This is an optimization exercise on Yosys and OpenROAD, whose aim is small area, a short achievable clock period and few clock cycles per item, not a production implementation. The RTL was checked by simulation tests, not by an equivalence proof against the original design. Power and IR drop assume default switching activity.

Setup of job 4682:
==> flow/design.v (excerpt) <==
module div_cluster (
  input  logic              clk,
  input  logic              reset,
  input  logic              start,
  input  div_pkg::tag_t     tag,
  input  div_pkg::operand_t dividend,
  input  div_pkg::operand_t divisor,
  input  div_pkg::tag_t     rd_tag,
  output logic              ready,
  output logic              complete,
  output div_pkg::tag_t     complete_tag,
  output logic              rd_valid,
  output div_pkg::operand_t rd_quotient,
  output div_pkg::operand_t rd_remainder
);
Size: about 3100 cells after synthesis, ~690 flip-flops, ~82 I/O pins, ~31000 µm² of cells after synthesis.
==> flow/config.mk <==
export PLATFORM = sky130hd
export DESIGN_NAME = div_cluster
export DESIGN_NICKNAME = div_cluster
export VERILOG_FILES = /design/flow/design.v
export SDC_FILE = /design/flow/constraint.sdc
export NUM_CORES = 4
export LEC_CHECK = 0
export ABC_AREA = 1
export CAP_MARGIN = 20
export CORE_MARGIN = 2
export CORE_UTILIZATION = 40
export CTS_CLUSTER_DIAMETER = 70
export CTS_CLUSTER_SIZE = 24
export SETUP_SLACK_MARGIN = 2.5
export SLEW_MARGIN = 20
export TNS_END_PERCENT = 10
==> flow/constraint.sdc <==
create_clock -name core_clock -period 5.0 [get_ports {clk}]
set_input_delay 1.0000 -clock core_clock [delete_from_list [all_inputs] [get_ports {clk}]]
set_output_delay 1.0000 -clock core_clock [all_outputs]
set_load 0.01 [all_outputs]
run.sh (not shown) runs the stock make flow with config.mk's settings and CLKGATE_MAP_FILE= SYNTH_SCRIPT=/design/flow/synth_recipe.tcl, a recipe that flattens the netlist after the stock synthesis.
Job 4682: full flow OK, the timing, design-rule and antenna checks passed
Testbench counts of job 4682, summed over its fixed seeds: cycles 2,358, items 2,048.
Changes in job 1591 relative to job 4682:
-- flow/config.mk --
<<< job 4682, line 8
export ABC_AREA = 1
>>> job 1591, line 8
export ABC_CLOCK_PERIOD_IN_PS = 2200
## What came out
Of job 1591 and job 4682, job 4682 shows the higher non-clock buffer total of the final layout, with job 1591 below it. Hold slack (job 1591 over job 4682): increase, 12 ps. Re multi-input gate share of the layout cell area: job 1591 is 2.1 points up on job 4682. Where area after synthesis is concerned, job 4682 is outperformed by job 1591. Instance count on the critical path: higher on job 1591. Re number of synthesized flops with an enable pin: no difference whatsoever between job 4682 and job 1591. The wire length on met3 in job 1591 is 0.74 times that in job 4682.
Inputs modified between job 1591 and job 3435:
-- flow/config.mk --
<<< job 1591, line 14
export SETUP_SLACK_MARGIN = 2.5
>>> job 3435, line 14
export SETUP_SLACK_MARGIN = 2.2
## What came out
Job 1591 → job 3435: multi-input gate count saw a decrease; fraction of the core area covered by cells at the end of the flow went down; share of cell area taken by multi-input logic gates now smaller; number of buffers added by the clock tree synthesis step has decreased; total via count in the routed design now sits lower.
The lower cell-internal power of job 3435 and job 1591 is in job 3435.
Relative to job 1591, job 3435 degrades final HPWL from detailed placement.
Slowest library cell on the worst path = sky130_fd_sc_hd__fa_2: job 1591; slowest library cell on the worst path = sky130_fd_sc_hd__clkdlybuf4s50_1: job 3435
Arrival time of data at the critical path endpoint ends up lower on job 3435.
Modified inputs, job 3457 compared to job 3435
-- flow/config.mk --
<<< job 3435, line 11
export CORE_UTILIZATION = 40
>>> job 3457, line 11
export CORE_UTILIZATION = 55
<<< job 3435, line 14
export SETUP_SLACK_MARGIN = 2.2
>>> job 3457, line 14
export PLACE_DENSITY = 0.7
export SETUP_SLACK_MARGIN = 2.8
Per the final summary, job 3457 finished and its layout is clean on timing, DRC and antenna. Job 3435 → job 3457: global-route usage climbed 7.5 points; global placer's final weighted congestion lost 2.5%. Min post-layout total power across job 3457 and job 3435: job 3435. [compare] base=job 3435 new=job 3457: clock latency of the later-clocked register in the worst-skew pair saw little to no change, first-pass GRT wire length saw a decrease, worst-case hold slack saw little to no change. Comparing job 3457 and job 3435, the higher worst path required time was measured on job 3457. Job 3457 vs. job 3435: biggest cell delay along the critical path went up by 70 ps. Job 3457: maximum fanout count along the critical path 5 below job 3435. Going from job 3435 to job 3457, the data arrival time of the critical path was found to have gone up by 1260 ps.
What job 1880 does differently from job 3457 at the input level:
-- flow/config.mk --
<<< job 3457, line 11
export CORE_UTILIZATION = 55
>>> job 1880, line 11
export CORE_UTILIZATION = 40
<<< job 3457, line 14
export PLACE_DENSITY = 0.7
>>> job 1880, line 14
==> notes.md <==
Job 3457 went all the way through the flow, and no timing, DRC or antenna check failed.
Job 1880 was carried through to the last stage, and its layout satisfied the timing, design-rule and antenna checks.
Against job 3457, job 1880 reports a worst hold slack that is higher.
From job 3457 to job 1880, final number of hold-violating endpoints did not move at all.
Sequential share of layout area delta for job 1880 relative to job 3457: 1.5 points lower
Wire length of the first global-routing pass of job 1880 exceeds that of job 3457 by more than 10%.
The run with more routed wire is job 1880, not job 3457.
| total non-filler cell area in the finished layout | lower: job 3457 |
Per the comparison of job 1880 with job 3457, count of clock-buffer cells in the layout dropped 1; clock latency on the worst-skew pair climbed 20 ps; total inserted antenna cells climbed 2.


Setup of willow:
Starting RTL as in the previous note.
Settings: LEC_CHECK=0, ABC_AREA=1, CAP_MARGIN=20, CORE_MARGIN=2, CORE_UTILIZATION=40, CTS_CLUSTER_DIAMETER=70, CTS_CLUSTER_SIZE=24, SETUP_SLACK_MARGIN=2.8, SLEW_MARGIN=20, TNS_END_PERCENT=10; clock period 5.0 ns.
The final layout from willow, which completed every stage, passed the timing, design-rule and antenna checks at the end of the flow.
Testbench counts of willow, summed over its fixed seeds: cycles 2,358, items 2,048.
#### Input delta (quartz over willow)
- swapping 40 for 55 in CORE_UTILIZATION
- putting PLACE_DENSITY at 0.7 where nothing was set
- clearing ABC_AREA, which used to be 1
- putting ABC_CLOCK_PERIOD_IN_PS at 2200 where nothing was set
- swapping 2.8 for 2.5 in SETUP_SLACK_MARGIN
Notes after the runs:
Across quartz and willow, none had a timing, DRC or antenna violation. Sum of routed wire length over all layers went down by more than 10% going from willow to quartz. Compared with willow, quartz is the less power-hungry design. Of quartz and willow, the run reporting the higher via count was willow. quartz ends up with a register-to-register slack that is 120 ps lower than in willow. Compared with willow, in quartz final period demand of the worst path +120 ps; cell internal power dissipation -4.8%; initial core utilization +15 points; area used by multi-input combinational logic -160 um^2; post-layout worst setup margin -120 ps. Between willow and quartz, number of cells on the critical path increased.

separate check: timing with driven ports:
In the flow no input, the clock included, has a driving cell. The finished layouts below were timed again as built, in two steps. Step 1, drivers: a clkbuf_16 drives clk and a buf_2 each remaining input, both assumed. Step 2, shift: input delay + t, output delay - t, t = (earliest + latest rising clock arrival at the registers) / 2. This alone moves slack from input paths to output paths. Slacks: ideal ports / drivers / drivers and shift; pairs: ideal ports / drivers.
| run | shift t [ns] | setup WS [ns] | hold slack, ns | worst setup path at the end | worst data-port slew with drivers (ns) |
|---|---|---|---|---|---|
| job 4682 | 0.655 | 2.278 / 2.214 / 1.894 | 0.438 / 0.438 / 0.438 | input to register | 0.07 |
| job 1591 | 0.662 | 2.226 / 2.174 / 1.812 | 0.450 / 0.450 / 0.450 | input to register | 0.04 |
| job 3435 | 0.666 | 1.992 / 1.931 / 1.491 | 0.456 / 0.456 / 0.456 | input to register | 0.05 |
| job 3457 | 0.656 | 2.206 / 2.174 / 1.685 | 0.454 / 0.454 / 0.454 | input to register | 0.04 |
| job 1880 | 0.672 | 2.232 / 2.168 / 1.737 | 0.458 / 0.458 / 0.458 | input to register | 0.05 |
| willow | 0.678 | 2.290 / 2.231 / 2.004 | 0.448 / 0.448 / 0.448 | input to register | 0.06 |
| quartz | 0.651 | 2.172 / 2.143 / 1.717 | 0.459 / 0.459 / 0.459 | input to register | 0.06 |
After both steps setup and hold are still met in every run listed. The setup slack of job 3457, which loses most, moves by -0.032 ns with the drivers and by -0.521 ns with both steps.
